Background: an optimization exercise with open tools, aiming at a short achievable clock period and few clock cycles per item. Do not read the settings as production practice. Function was checked by simulation only, so behaviour that the tests miss may differ from the original. Power figures rest on the tool's default switching activity, not on a simulated workload.

`flow/run.sh`:
```
#!/bin/bash
# synth_recipe.tcl (not shown) runs the flow's synth.tcl, then flattens the netlist and writes it again
# the make line also repeats each setting of config.mk as NAME=value (left out here)
make -C /OpenROAD-flow-scripts/flow DESIGN_CONFIG=/design/flow/config.mk WORK_HOME=/design/flow/orfs CLKGATE_MAP_FILE= SYNTH_SCRIPT=/design/flow/synth_recipe.tcl finish
```
`flow/config.mk`:
```
export PLATFORM = sky130hd
export DESIGN_NAME = icache_subsys
export DESIGN_NICKNAME = icache_subsys
export VERILOG_FILES = /design/flow/design.v
export SDC_FILE = /design/flow/constraint.sdc
export NUM_CORES = 4
export LEC_CHECK = 0
export CAP_MARGIN = 20
export CORE_MARGIN = 2
export CORE_UTILIZATION = 40
export SLEW_MARGIN = 20
```
`flow/constraint.sdc`:
```
create_clock -name core_clock -period 5.0 [get_ports {clk}]
set_input_delay 1.0000 -clock core_clock [delete_from_list [all_inputs] [get_ports {clk}]]
set_output_delay 1.0000 -clock core_clock [all_outputs]
set_load 0.01 [all_outputs]
```
`flow/design.v`:
```
`default_nettype none
module icache_lookup (
    input  wire        clk,
    input  wire        rst,
    input  wire [3:0]  lk_index,
    input  wire [25:0] lk_tag,
    input  wire        lk_fill,
    input  wire [31:0] lk_fill_data,
    input  wire        lk_inval,
    output logic       lk_hit,
    output logic [31:0] lk_rdata
);
    localparam int NUM_LINES = 16;
    logic [NUM_LINES-1:0] valid_q;
    logic [25:0]          tag_q  [NUM_LINES];
    logic [31:0]          data_q [NUM_LINES];
    always_ff @(posedge clk)
    begin
        if (rst || lk_inval)
        begin
            valid_q <= '0;
        end
        else if (lk_fill)
        begin
            valid_q[lk_index] <= 1'b1;
        end
    end
    always_ff @(posedge clk)
    begin
        if (lk_fill)
        begin
            tag_q[lk_index]  <= lk_tag;
            data_q[lk_index] <= lk_fill_data;
        end
    end
    always_comb
    begin
        lk_hit   = valid_q[lk_index] && (tag_q[lk_index] == lk_tag);
        lk_rdata = data_q[lk_index];
    end
endmodule
`default_nettype wire
`default_nettype none
module icache_ctrl (
    input  wire        clk,
    input  wire        rst,
    input  wire        cpu_req_valid,
    input  wire [31:0] cpu_req_addr,
    output logic       cpu_req_ready,
    input  wire        flush,
    output logic       cpu_resp_valid,
    output logic [31:0] cpu_resp_data,
    output logic       cpu_resp_err,
    output logic [3:0]  lk_index,
    output logic [25:0] lk_tag,
    output logic        lk_fill,
    output logic [31:0] lk_fill_data,
    output logic        lk_inval,
    input  wire         lk_hit,
    input  wire  [31:0] lk_rdata,
    output logic        rf_req,
    output logic [31:0] rf_addr,
    input  wire         rf_done,
    input  wire  [31:0] rf_data,
    input  wire         rf_err
);
    localparam logic [2:0] ST_IDLE    = 3'd0;
    localparam logic [2:0] ST_COMPARE = 3'd1;
    localparam logic [2:0] ST_REFILL  = 3'd2;
    localparam logic [2:0] ST_RESPOND = 3'd3;
    localparam logic [2:0] ST_FLUSH   = 3'd4;
    logic [2:0]  state_q;
    logic [2:0]  state_d;
    logic [31:0] addr_q;
    assign cpu_req_ready = (state_q == ST_IDLE) && !flush;
    always_comb
    begin
        state_d = state_q;
        case (state_q)
            ST_IDLE:
            begin
                if (flush)
                    state_d = ST_FLUSH;
                else if (cpu_req_valid)
                    state_d = ST_COMPARE;
            end
            ST_COMPARE: state_d = lk_hit ? ST_RESPOND : ST_REFILL;
            ST_REFILL:  state_d = rf_done ? ST_RESPOND : ST_REFILL;
            ST_RESPOND: state_d = ST_IDLE;
            ST_FLUSH:   state_d = ST_IDLE;
            default:    state_d = ST_IDLE;
        endcase
    end
    always_ff @(posedge clk)
    begin
        if (rst)
            state_q <= ST_IDLE;
        else
            state_q <= state_d;
    end
    always_ff @(posedge clk)
    begin
        if (cpu_req_valid && cpu_req_ready)
            addr_q <= cpu_req_addr;
    end
    assign lk_index     = addr_q[5:2];
    assign lk_tag       = addr_q[31:6];
    assign lk_inval     = (state_q == ST_FLUSH);
    assign lk_fill      = (state_q == ST_REFILL) && rf_done && !rf_err;
    assign lk_fill_data = rf_data;
    assign rf_req  = (state_q == ST_REFILL);
    assign rf_addr = addr_q;
    always_ff @(posedge clk)
    begin
        if (rst)
            cpu_resp_valid <= 1'b0;
        else
            cpu_resp_valid <= (state_q == ST_COMPARE && lk_hit) ||
                              (state_q == ST_REFILL && rf_done);
    end
    always_ff @(posedge clk)
    begin
        if (state_q == ST_COMPARE && lk_hit)
        begin
            cpu_resp_data <= lk_rdata;
            cpu_resp_err  <= 1'b0;
        end
        else if (state_q == ST_REFILL && rf_done)
        begin
            cpu_resp_data <= rf_data;
            cpu_resp_err  <= rf_err;
        end
    end
endmodule
`default_nettype wire
`default_nettype none
module apb_refill_master (
    input  wire        clk,
    input  wire        rst,
    input  wire        rf_req,
    input  wire [31:0] rf_addr,
    output logic       rf_done,
    output logic [31:0] rf_data,
    output logic       rf_err,
    output logic [31:0] paddr,
    output logic       psel,
    output logic       penable,
    output logic       pwrite,
    input  wire [31:0] prdata,
    input  wire        pready,
    input  wire        pslverr
);
    localparam logic [1:0] PH_IDLE   = 2'd0;
    localparam logic [1:0] PH_SETUP  = 2'd1;
    localparam logic [1:0] PH_ACCESS = 2'd2;
    logic [1:0]  phase_q;
    logic        done_q;
    logic [31:0] data_q;
    logic        err_q;
    always_ff @(posedge clk)
    begin
        if (rst)
        begin
            phase_q <= PH_IDLE;
            done_q  <= 1'b0;
        end
        else
        begin
            done_q <= 1'b0;
            case (phase_q)
                PH_IDLE:   if (rf_req && !done_q) phase_q <= PH_SETUP;
                PH_SETUP:  phase_q <= PH_ACCESS;
                PH_ACCESS:
                begin
                    if (pready)
                    begin
                        phase_q <= PH_IDLE;
                        done_q  <= 1'b1;
                    end
                end
                default:   phase_q <= PH_IDLE;
            endcase
        end
    end
    always_ff @(posedge clk)
    begin
        if (phase_q == PH_IDLE && rf_req)
            paddr <= rf_addr;
        if (phase_q == PH_ACCESS && pready)
        begin
            data_q <= prdata;
            err_q  <= pslverr;
        end
    end
    assign psel    = (phase_q != PH_IDLE);
    assign penable = (phase_q == PH_ACCESS);
    assign pwrite  = 1'b0;
    assign rf_done = done_q;
    assign rf_data = data_q;
    assign rf_err  = err_q;
endmodule
`default_nettype wire
`default_nettype none
module icache_subsys (
    input  wire        clk,
    input  wire        rst,
    input  wire        cpu_req_valid,
    input  wire [31:0] cpu_req_addr,
    output logic       cpu_req_ready,
    input  wire        flush,
    output logic       cpu_resp_valid,
    output logic [31:0] cpu_resp_data,
    output logic       cpu_resp_err,
    output logic [31:0] paddr,
    output logic       psel,
    output logic       penable,
    output logic       pwrite,
    input  wire [31:0] prdata,
    input  wire        pready,
    input  wire        pslverr
);
    logic [3:0]  lk_index;
    logic [25:0] lk_tag;
    logic        lk_hit;
    logic [31:0] lk_rdata;
    logic        lk_fill;
    logic [31:0] lk_fill_data;
    logic        lk_inval;
    logic        rf_req;
    logic [31:0] rf_addr;
    logic        rf_done;
    logic [31:0] rf_data;
    logic        rf_err;
    icache_lookup u_lookup (
        .clk          (clk),
        .rst          (rst),
        .lk_index     (lk_index),
        .lk_tag       (lk_tag),
        .lk_fill      (lk_fill),
        .lk_fill_data (lk_fill_data),
        .lk_inval     (lk_inval),
        .lk_hit       (lk_hit),
        .lk_rdata     (lk_rdata)
    );
    icache_ctrl u_ctrl (
        .clk            (clk),
        .rst            (rst),
        .cpu_req_valid  (cpu_req_valid),
        .cpu_req_addr   (cpu_req_addr),
        .cpu_req_ready  (cpu_req_ready),
        .flush          (flush),
        .cpu_resp_valid (cpu_resp_valid),
        .cpu_resp_data  (cpu_resp_data),
        .cpu_resp_err   (cpu_resp_err),
        .lk_index       (lk_index),
        .lk_tag         (lk_tag),
        .lk_fill        (lk_fill),
        .lk_fill_data   (lk_fill_data),
        .lk_inval       (lk_inval),
        .lk_hit         (lk_hit),
        .lk_rdata       (lk_rdata),
        .rf_req         (rf_req),
        .rf_addr        (rf_addr),
        .rf_done        (rf_done),
        .rf_data        (rf_data),
        .rf_err         (rf_err)
    );
    apb_refill_master u_apb (
        .clk     (clk),
        .rst     (rst),
        .rf_req  (rf_req),
        .rf_addr (rf_addr),
        .rf_done (rf_done),
        .rf_data (rf_data),
        .rf_err  (rf_err),
        .paddr   (paddr),
        .psel    (psel),
        .penable (penable),
        .pwrite  (pwrite),
        .prdata  (prdata),
        .pready  (pready),
        .pslverr (pslverr)
    );
endmodule
`default_nettype wire
```
==> summary.txt <==
- Status: complete, no violations
- Multiplexer share of the synthesized area: 0.1644
- Synth Area in XOR/XNOR: 0.006811
- Placed instance area: around 45000 sq um
- Netlist cell types: 58
- Warnings, synthesis: 3
- Die Area: 105500 sq um
- Hold_ws: approximately 420 ps
- Reg power frac: 0.520
- Syn_area_per_cell: 23.19 sq um
- Syn Inst Count: approximately 1.8k
- Largest family of logic cells by synthesized area: multiplexers
- Area grow syn2layout: 17.27%
- Leakage power: between 15 and 20 nW
- Clock buffer count from CTS: 110
- Synth Area in Compound Gates: 0.01317
- Reg2reg setup slack: 790 ps
- Asr flop ratio synth: 0
- GR Util All Layers: 0.1784
- CTS H-tree lvls: 3
- Core Rows: ~120
- Design area: 48260 sq um
- Measured slew at the worst slew-check pin: between 1000 and 1500 ps
- Syn nets: 1849
- F_max: 237.6 MHz
- Hold path depth: 0
- Initial DRC count: 1442
- Worst EP required: between 5000 and 6000 ps
- Synth Area in Adders: 0.001520
- Hold_sp: u_ctrl.addr_q[0]
- Top-area cell type share of the netlist area: 0.7714
- Clock latency on the worst-skew pair: 690 ps
- Worst Path Arrival: 4560 ps
- Core area: 101900 sq um
- Setup ws final: 790.7 ps
- Comb power frac: 0.058
- Vias in the first global route: 20.19k
- Finish-stage setup viols: 0
- Global-route wire length before repair: around 140000 um
- Clock power frac: 0.422
- Reg2reg path depth: 11
- Starting Density: 0.4038
- Area leader, netlist: edfxtp_1
- CP startpoint kind: register
- Pre-CTS setup slack: 688.1 ps
- Clock Root Buffer: clkbuf_16
- Switching power: 0.004090 W
- Net Sw Frac: 0.2115
- Top Ports: 140
- Routed len/inst: 27.17 um
- CTS Buffer Depth: 3
- CP Capture Type: register
- Max capacitance violation total: 0
- Crit Path Max Fanout: 58
- I/O Buffers: 138
- CTS clk-pin slew, worst paths: about 60 ps
- Register area share after synthesis: 0.7850
- Unrepaired setup endpoints after global routing: false
- Crit share post-route: 0.8419
- Worst Hold End: u_apb.paddr[0]
- Initial DRT Pass Iterations: 5
- Post-CTS sizing: 0
- Antenna Nets Post-Route: 0
- Clock Sink Count: 1085
- Commonest non-fill, non-tap cell in the layout: edfxtp_1
- Synth Area in Simple Gates: 0.01724
- Die H: 324.7 um
- DRC Markers: 0
- Final Hold Fails: 0
- Final wirelength: 94220 um
- Fin Clk Skew: ~24 ps
- Total grt overflow: 0
- Netlist Area Pre-Place: 41150 sq um
- Antenna violations before repair: 1
- Int Power: around 0.015 W
- Power per Cell Area: 400.8 nW/um^2
- Setup CP Type: register to register
- Nets: between 2k and 2.5k
- Crit path time final: 4209 ps
- DP HPWL: 49500 um
- Largest net degree at the start of global routing: just under 60
- Overall via count from detail_route: between 15k and 20k
- ANT cells: 0
- CTS Hold Bufs: 0
- Post-synth EDFFs: 1057
- Layout cells sized above 1: 0.2662
- Hold Crit Class: register to register
- Placer Congestion: 0.7463
- Die Wd: 324.7 um
- Vias/cell: 5.475
- Post-CTS setup buffers: 0
- Post-synthesis register bit count: 1085
- Most frequent cells in the layout: 1057 x edfxtp_1, 254 x mux4_2, 138 x clkdlybuf4s50_1
- Top post-synthesis cells by area: edfxtp_1 77%, mux4_2 14%, dfxtp_1 1.4%, mux2i_1 1.3%, mux2_4 0.95%
- CTS tree: done
- Slew Viols, Final: 0
- Max VDD drop: 0.2903 mV
- Final core occ: 0.4736
- Terminus of the critical flop-to-flop path: u_ctrl.cpu_resp_data[9]
- Top_reg_cell synth: edfxtp_1
- Max_slew headroom: 0.2576
## Yosys cell counts (6+ instances only)
| master | n |
|---|---|
| clkbuf_1 | 32 |
| o21ai_0 | 7 |
| buf_6 | 8 |
| a21oi_1 | 19 |
| xor2_1 | 11 |
| a31oi_1 | 6 |
| mux2_4 | 26 |
| a221oi_1 | 6 |
| buf_2 | 35 |
| nor3_1 | 10 |
| nor2b_1 | 13 |
| xnor2_1 | 21 |
| mux4_2 | 254 |
| mux2i_1 | 53 |
| a22oi_1 | 9 |
| nor2_1 | 46 |
| mux2_2 | 11 |
| dfxtp_1 | 28 |
| buf_4 | 9 |
| nand2b_1 | 8 |
| nand2_1 | 30 |
| nand3_1 | 8 |
| edfxtp_1 | 1057 |
## cell type report
| class | instances | area [sq um] |
|---|---|---|
| Multi-Input combinational cell | 597 | 8503 |
| Inverter | 7 | 27.53 |
| Clock buffer | 137 | 2955 |
| Sequential cell | 1085 | 32310 |
| Clock inverter | 70 | 666.9 |
| Tap cell | 1368 | 1712 |
| Fill cell | 8367 | 53630 |
| Timing Repair Buffer | 204 | 2077 |
## cell families (layout without fill, tap and decap cells)
family	count (synthesis)	in the layout
DFF	1085	1085
muxes	344	344
and+or+nand+nor	138	138
buffers and inverters	92	418
AOI/OAI and AO/OA	77	77
xor gates and xnor gates	32	32
adders and majority gates	5	5
other	1	1
## worst max-delay path by stage
stage / endpoint / slack [ps] / cells after the start
finish: u_ctrl.cpu_resp_data[9] / 790 / 11
global route: u_ctrl.cpu_resp_data[9] / 590 / 11
CTS: u_ctrl.cpu_resp_data[9] / 690 / 11
detailed placement: u_ctrl.cpu_resp_data[8] / 690 / 11
global placement: u_ctrl.cpu_resp_data[9] / 760 / 11
floorplan: u_lookup.data_q[0][0] / -730 / 6
## registers in the layout (all words and copies together), names as in the netlist, named ones only
register	count
u_ctrl.cpu_resp_valid	1
u_lookup.valid_q	16
u_ctrl.addr_q	32
u_ctrl.cpu_resp_data	32
u_apb.phase_q	2
u_apb.err_q	1
u_apb.done_q	1
u_apb.data_q	32
u_lookup.data_q	512
u_apb.paddr	32
u_ctrl.state_q	3
u_ctrl.cpu_resp_err	1
u_lookup.tag_q	416
## critical path, cell delays in order (launching register included)
cell and delay, ps:
dfxtp_4 920, buf_12 420, mux4_2 380, mux2i_1 150, mux2i_1 130, xnor2_1 220
nand4_1 150, nor4_2 430, nand4_4 330, buf_4 300, nand2_2 90, buf_12 270
## stage by stage
step                std cells  total power (W)  TNS [ps]
floorplan                1774          0.01102    -42320
global placement         3261          0.01138         0
CTS                      3468          0.01957         0
global route             3468          0.01997         0
finish                   3468          0.01934         0
detailed placement       3261          0.01139         0
## power groups by stage
stage | combinational [W] | sequential, W | clock, W
after floorplan | 0.000841 | 0.0102 | 0
after global placement | 0.00114 | 0.0102 | 0
after detailed placement | 0.00114 | 0.0103 | 0
after CTS | 0.00115 | 0.0101 | 0.00837
after global routing | 0.00120 | 0.0101 | 0.00870
final | 0.00112 | 0.0101 | 0.00816
## layer usage
metal / GRT usage / routed length (um) / vias up / part of all wire
li1: - / - / 7958 / -
met1: 0.2432 / 39740 / 10278 / 0.42
met2: 0.2976 / 47020 / 606 / 0.50
met3: 0.02907 / 5082 / 145 / 0.054
met4: 0.05093 / 2374 / 0 / 0.025
met5: 0 / 0 / - / 0
Testbench counts, summed over its fixed seeds: cycles 56,250, items 12,000.

afterwards: timing with drivers on the ports:
The results above use ideal ports. As a check the final layout listed here was re-extracted and re-timed, cells and wires unchanged.
Step 1 (the two cells are an assumption about what drives the block):
set clk [get_ports {clk}]
set_driving_cell -lib_cell sky130_fd_sc_hd__clkbuf_16 $clk
set_driving_cell -lib_cell sky130_fd_sc_hd__buf_2 [delete_from_list [all_inputs] $clk]
Step 2, shift: input delay + t, output delay - t, t = (earliest + latest rising clock arrival at the registers) / 2. This alone moves slack from input paths to output paths.
Slacks: ideal ports / drivers / drivers and shift; pairs: ideal ports / drivers.
t, ns: 0.741
setup slack, ns: 0.791 / 0.791 / 0.791
worst hold slack (ns): 0.416 / 0.416 / 0.416
worst slew at a driven data input, ns: 0.05
cell pins on the clock port's net: 1
After both steps setup and hold are still met in this run. For this run, drivers alone change the setup slack by 0.000 ns; drivers and shift together by 0.000 ns.
